This design comes from an exercise in tuning for small area and a short achievable clock period on the open sky130 flow, not from production work.
Only simulation tests tie the RTL to the original design; equivalence was not proved.

garnet:
// cordic_rotator
module cordic_rotator (
    input  logic                    clk,
    input  logic                    rst_n,
    input  logic                    in_valid,
    input  logic [9-1:0] in_x,
    input  logic [9-1:0] in_y,
    input  logic [9-1:0] in_angle,
    output logic                    out_valid,
    output logic [32-1:0]    out_x,
    output logic [32-1:0]    out_y
);
Size in the first run: about 6,200 cells after synthesis, ~630 flip-flops, roughly 95 I/O pins, ~46,000 um^2 of cells after synthesis.
==> flow/config.mk <==
export PLATFORM = sky130hd
export DESIGN_NAME = cordic_rotator
export DESIGN_NICKNAME = cordic_rotator
export VERILOG_FILES = /design/flow/design.v
export SDC_FILE = /design/flow/constraint.sdc
export NUM_CORES = 4
export LEC_CHECK = 0
export ABC_AREA = 1
export CAP_MARGIN = 20
export CORE_MARGIN = 2
export CORE_UTILIZATION = 40
export CTS_BUF_LIST = sky130_fd_sc_hd__clkbuf_8
export CTS_CLUSTER_SIZE = 30
export SLEW_MARGIN = 20
==> flow/constraint.sdc <==
create_clock -name core_clock -period 10.5 [get_ports {clk}]
set_input_delay 2.1000 -clock core_clock [delete_from_list [all_inputs] [get_ports {clk}]]
set_output_delay 2.1000 -clock core_clock [all_outputs]
set_load 0.01 [all_outputs]
standard.sh (not shown) runs the stock make flow with config.mk's settings and CLKGATE_MAP_FILE= SYNTH_SCRIPT=/design/flow/synth_recipe.tcl, a recipe that flattens the netlist after the stock synthesis.
==> flow/flow/run.sh <==
#!/bin/bash
# Standard layout, with timing repair aimed at a tighter period than the
# constraint (setup margin), so that repair keeps improving the paths that
# set the achieved period. The SDC and the clock period are unchanged.
set -euo pipefail
bash standard.sh SETUP_SLACK_MARGIN=7.2 finish > standard_flow.log 2>&1
Inputs modified between garnet and fjord:
# garnet
export LEC_CHECK = 0
export ABC_AREA = 1
export CAP_MARGIN = 20
export CORE_MARGIN = 2
export CORE_UTILIZATION = 40
export CTS_BUF_LIST = sky130_fd_sc_hd__clkbuf_8
export CTS_CLUSTER_SIZE = 30
export SLEW_MARGIN = 20
create_clock -name core_clock -period 10.5 [get_ports {clk}]
# fjord
export LEC_CHECK = 0
export ABC_AREA = 1
export CAP_MARGIN = 20
export CORE_MARGIN = 2
export CORE_UTILIZATION = 40
export CTS_CLUSTER_DIAMETER = 100
export CTS_CLUSTER_SIZE = 22
export SLEW_MARGIN = 20
create_clock -name core_clock -period 10.5 [get_ports {clk}]
--- a/flow/flow/run.sh
+++ b/flow/flow/run.sh
@@ -4,3 +4,3 @@
 # set the achieved period. The SDC and the clock period are unchanged.
 set -euo pipefail
-bash standard.sh SETUP_SLACK_MARGIN=7.2 finish > standard_flow.log 2>&1
+bash standard.sh SETUP_SLACK_MARGIN=7.35 finish > standard_flow.log 2>&1
### Flow results
Of the two values seen for top routing layer in use, met4 was produced by fjord and met5 by garnet. Compared with garnet, fjord shows a via count of the first global-routing pass that is 139 lower. Any difference in cell area between fjord and garnet is small enough to ignore. [compare] base=garnet new=fjord: combined area of the multi-input logic cells grew by about 2.5%; number of DRC markers in iteration 0 shrank by 158. As far as core utilization is concerned, garnet and fjord perform about the same. fjord vs. garnet: die area was more or less identical; global routing met3 resource utilization went down by 0.59 points.
[inputs] nickel vs fjord
# fjord
export LEC_CHECK = 0
export ABC_AREA = 1
export CAP_MARGIN = 20
export CORE_MARGIN = 2
export CORE_UTILIZATION = 40
export CTS_CLUSTER_DIAMETER = 100
export CTS_CLUSTER_SIZE = 22
export SLEW_MARGIN = 20
create_clock -name core_clock -period 10.5 [get_ports {clk}]
# nickel
export LEC_CHECK = 0
export ABC_AREA = 1
export CAP_MARGIN = 20
export CORE_MARGIN = 2
export CORE_UTILIZATION = 70
export PLACE_DENSITY = 0.85
export SLEW_MARGIN = 20
create_clock -name core_clock -period 10.5 [get_ports {clk}]
--- a/flow/flow/run.sh
+++ b/flow/flow/run.sh
@@ -4,3 +4,3 @@
 # set the achieved period. The SDC and the clock period are unchanged.
 set -euo pipefail
-bash standard.sh SETUP_SLACK_MARGIN=7.35 finish > standard_flow.log 2>&1
+bash standard.sh SETUP_SLACK_MARGIN=7.2 finish > standard_flow.log 2>&1
Notes after the runs:
Delta (nickel minus fjord): count of clock-buffer cells in the layout shows an increase of 48, non-clock buffer count shows a reduction of about 9%, fmax shows a reduction of 6.4%, routed length per placed instance shows an increase of 15%. Compared with fjord, nickel shows a lower smallest setup slack after layout.
> inputs changed (nickel -> amber)
# nickel
export LEC_CHECK = 0
export ABC_AREA = 1
export CAP_MARGIN = 20
export CORE_MARGIN = 2
export CORE_UTILIZATION = 70
export PLACE_DENSITY = 0.85
export SLEW_MARGIN = 20
create_clock -name core_clock -period 10.5 [get_ports {clk}]
# amber
export LEC_CHECK = 0
export ABC_AREA = 1
export CAP_MARGIN = 10
export CORE_MARGIN = 2
export CORE_UTILIZATION = 40
export CTS_CLUSTER_DIAMETER = 100
export CTS_CLUSTER_SIZE = 22
export SLEW_MARGIN = 10
create_clock -name core_clock -period 10.5 [get_ports {clk}]
Notes after the runs:
nickel and amber ended up with roughly the same compound-gate portion of the synthesized area. Data arrival at the endpoint of the critical path (amber over nickel): decrease, 2890 ps. Higher worst hold slack goes to nickel over amber. Filler cell count (lower): nickel. Per the comparison of amber with nickel, clock transition time at the flip-flop clock pins of the worst setup and hold paths closely matched the old numbers, number of port buffers closely matched the old numbers, mean routed wirelength per cell decreased by 2.6 um relative to the old numbers. Re fraction of layout cells with a size suffix above 1: nickel was higher than amber. Multi-input logic cell count: nickel vs amber identical.
> inputs changed (amber -> onyx)
# amber
export LEC_CHECK = 0
export ABC_AREA = 1
export CAP_MARGIN = 10
export CORE_MARGIN = 2
export CORE_UTILIZATION = 40
export CTS_CLUSTER_DIAMETER = 100
export CTS_CLUSTER_SIZE = 22
export SLEW_MARGIN = 10
create_clock -name core_clock -period 10.5 [get_ports {clk}]
# onyx
export LEC_CHECK = 0
export ABC_AREA = 1
export CAP_MARGIN = 20
export CORE_MARGIN = 2
export CORE_UTILIZATION = 60
export PLACE_DENSITY = 0.7
export SLEW_MARGIN = 20
create_clock -name core_clock -period 10.5 [get_ports {clk}]
Results
- onyx ended with every stage complete and zero timing, DRC or antenna violations.
- [onyx] number of CTS-inserted buffers rose 29 relative to amber
- onyx vs. amber: async set-reset flop share out of synthesis shows no meaningful change; total track usage went up.
- From amber to onyx the numbers moved as follows: signed area change from the synthesized netlist to the final layout went up 1.6 points, first-pass GRT wire length shrank by about 1.8%, wire length shrank by 1.8%, floorplan die area down about 33%.
The following lists how harbor was set up differently from onyx:
# onyx
export LEC_CHECK = 0
export ABC_AREA = 1
export CAP_MARGIN = 20
export CORE_MARGIN = 2
export CORE_UTILIZATION = 60
export PLACE_DENSITY = 0.7
export SLEW_MARGIN = 20
create_clock -name core_clock -period 10.5 [get_ports {clk}]
# harbor
export LEC_CHECK = 0
export ABC_AREA = 1
export CAP_MARGIN = 20
export CORE_MARGIN = 2
export CORE_UTILIZATION = 40
export SLEW_MARGIN = 20
create_clock -name core_clock -period 10.5 [get_ports {clk}]
[summary]
harbor: all stages complete, timing, DRC and antenna checks passed
The flow did not stop early for onyx: all stages ran, and the layout cleared the timing, DRC and antenna checks.
Looking only at fmax, and setting everything else aside, the higher value of harbor and onyx goes to onyx.
[compare] base=onyx new=harbor: synthesis-to-layout area growth now larger.

---

## quartz
cordic_rotator again, from the RTL that the note above started with.
export LEC_CHECK = 0
export ABC_AREA = 1
export CAP_MARGIN = 20
export CORE_MARGIN = 2
export CORE_UTILIZATION = 40
export CTS_CLUSTER_DIAMETER = 100
export CTS_CLUSTER_SIZE = 25
export SLEW_MARGIN = 20
create_clock -name core_clock -period 10.5 [get_ports {clk}]
==> flow/flow/run.sh <==
#!/bin/bash
# Standard layout, with timing repair aimed at a tighter period than the
# constraint (setup margin), so that repair keeps improving the paths that
# set the achieved period. The SDC and the clock period are unchanged.
set -euo pipefail
bash standard.sh SETUP_SLACK_MARGIN=7.0 finish > standard_flow.log 2>&1
diff inputs: quartz => pepper
--- a/flow/flow/run.sh
+++ b/flow/flow/run.sh
@@ -5,2 +5,2 @@
 set -euo pipefail
-bash standard.sh SETUP_SLACK_MARGIN=7.0 finish > standard_flow.log 2>&1
+bash standard.sh SETUP_SLACK_MARGIN=7.2 finish > standard_flow.log 2>&1
Findings:
- Comparing pepper with quartz, the register share of the cell area came out essentially unchanged.
- Reported for quartz and pepper, count of state elements after synthesis turned out identical to the last digit.
- Worst setup slack: quartz and pepper compared, lower one is quartz
The inputs of zinc differ from those of pepper as listed below.
- CTS_CLUSTER_SIZE now 30, was 25
Results
Reported for zinc and pepper, tapcell count turned out identical to the last digit.
The overall routed net length was comparable across zinc and pepper.
Comparing zinc and pepper, the higher worst setup slack is on zinc.

---

Setup of job 3185:
Another version of the RTL of cordic_rotator (not shown whole).
Size: roughly 4,900 cells after synthesis, roughly 590 flip-flops, roughly 0.043 mm2 of cells after synthesis.
Settings: LEC_CHECK=0, CAP_MARGIN=20, CORE_MARGIN=2, CORE_UTILIZATION=40, SETUP_SLACK_MARGIN=5, SLEW_MARGIN=20; clock period 10.5 ns.
run.sh (not shown) runs the stock make flow with config.mk's settings and CLKGATE_MAP_FILE= SYNTH_SCRIPT=/design/flow/synth_recipe.tcl, a recipe that flattens the netlist after the stock synthesis.
Stock flow here: none of the scripts above is used.
Job 3185 completed end to end with timing, DRC and antenna clean.
Relative to job 3185, the following input files were edited for job 3187:
Settings: clearing SETUP_SLACK_MARGIN, which used to be 5.
==> notes.md <==
As far as instance count after placement with tap cells included goes, job 3187 and job 3185 are indistinguishable; the numbers are identical.
From job 3185 to job 3187 the numbers moved as follows: routed length on met3 now sits at about the same level, synthesized area now sits at about the same level, cell area after placement now sits at about the same level, count of clock-buffer cells in the layout now sits at about the same level, synthesis-to-finish area growth now sits at about the same level.
The maximum clock path buffer count on job 3187 is in line with that on job 3185.
The fraction of area in registers on job 3185 is in line with that on job 3187.
Re worst hold slack: no difference whatsoever between job 3185 and job 3187.
Area fraction in and, or, nand and nor cells after synthesis: job 3185 vs job 3187 identical
Input changes introduced in job 757 (baseline for comparison: job 3187):
Settings: ABC_AREA: unset -> 1.
Results
- met3 wire length came out higher on job 757 than on job 3187.
- From job 3187 to job 757 the numbers moved as follows: least setup slack across all paths after layout lost 0.29 ns; number of buffers and inverters on the critical path saw an increase.
- Job 757 reports its critical-path cell with the highest stage delay as sky130_fd_sc_hd__clkinv_1 while job 3187 reports sky130_fd_sc_hd__a21o_1.
- The non-clock buffer share of cell area number comes out lower for job 757 vs job 3187.
- Job 757 does worse than job 3187 on total wirelength of the detailed-routed design.

-- port drivers added, routing unchanged --
In the flow no input, the clock included, has a driving cell. The finished layouts below were timed again as built, in two steps. Step 1 (the two cells are an assumption about what drives the block):
set clk [get_ports {clk}]
set_driving_cell -lib_cell sky130_fd_sc_hd__clkbuf_16 $clk
set_driving_cell -lib_cell sky130_fd_sc_hd__buf_2 [delete_from_list [all_inputs] $clk]
Step 2 adds t to the input delays and takes it off the output delays; t is the mean of the earliest and latest rising clock arrival at the registers after step 1. Input paths then give back, and output paths get back, about the clock's delay inside the block. Slacks: ideal / step 1 / step 2; pairs: ideal / step 1.
run	t, ns	setup WS [ns]	latest minus earliest clock arrival (ns)	slew at the worst register clock pin (ns)	pins driven straight from the clock port
garnet	0.847	7.115 / 7.047 / 7.004	0.054 / 0.053	0.07 / 0.07	1
fjord	0.700	7.256 / 7.183 / 7.031	0.028 / 0.028	0.09 / 0.09	1
nickel	0.689	7.034 / 7.034 / 6.861	0.028 / 0.028	0.07 / 0.07	1
amber	0.700	7.254 / 7.177 / 7.006	0.049 / 0.049	0.10 / 0.10	1
onyx	0.676	7.221 / 7.157 / 6.978	0.037 / 0.037	0.07 / 0.07	1
harbor	0.718	7.172 / 7.102 / 6.993	0.023 / 0.023	0.07 / 0.07	1
quartz	0.692	7.134 / 7.061 / 7.021	0.046 / 0.046	0.10 / 0.10	1
pepper	0.685	7.196 / 7.122 / 7.015	0.050 / 0.051	0.10 / 0.10	1
zinc	0.676	7.250 / 7.180 / 7.030	0.055 / 0.055	0.11 / 0.11	1
job 3185	0.683	5.494 / 5.494 / 5.494	0.027 / 0.026	0.06 / 0.06	1
job 3187	0.683	5.494 / 5.494 / 5.494	0.027 / 0.026	0.06 / 0.06	1
job 757	0.699	5.206 / 5.206 / 5.206	0.039 / 0.040	0.07 / 0.07	1
After both steps setup and hold are still met in every run listed. For amber, which loses most, drivers alone change the setup slack by -0.077 ns; drivers and shift together by -0.248 ns.
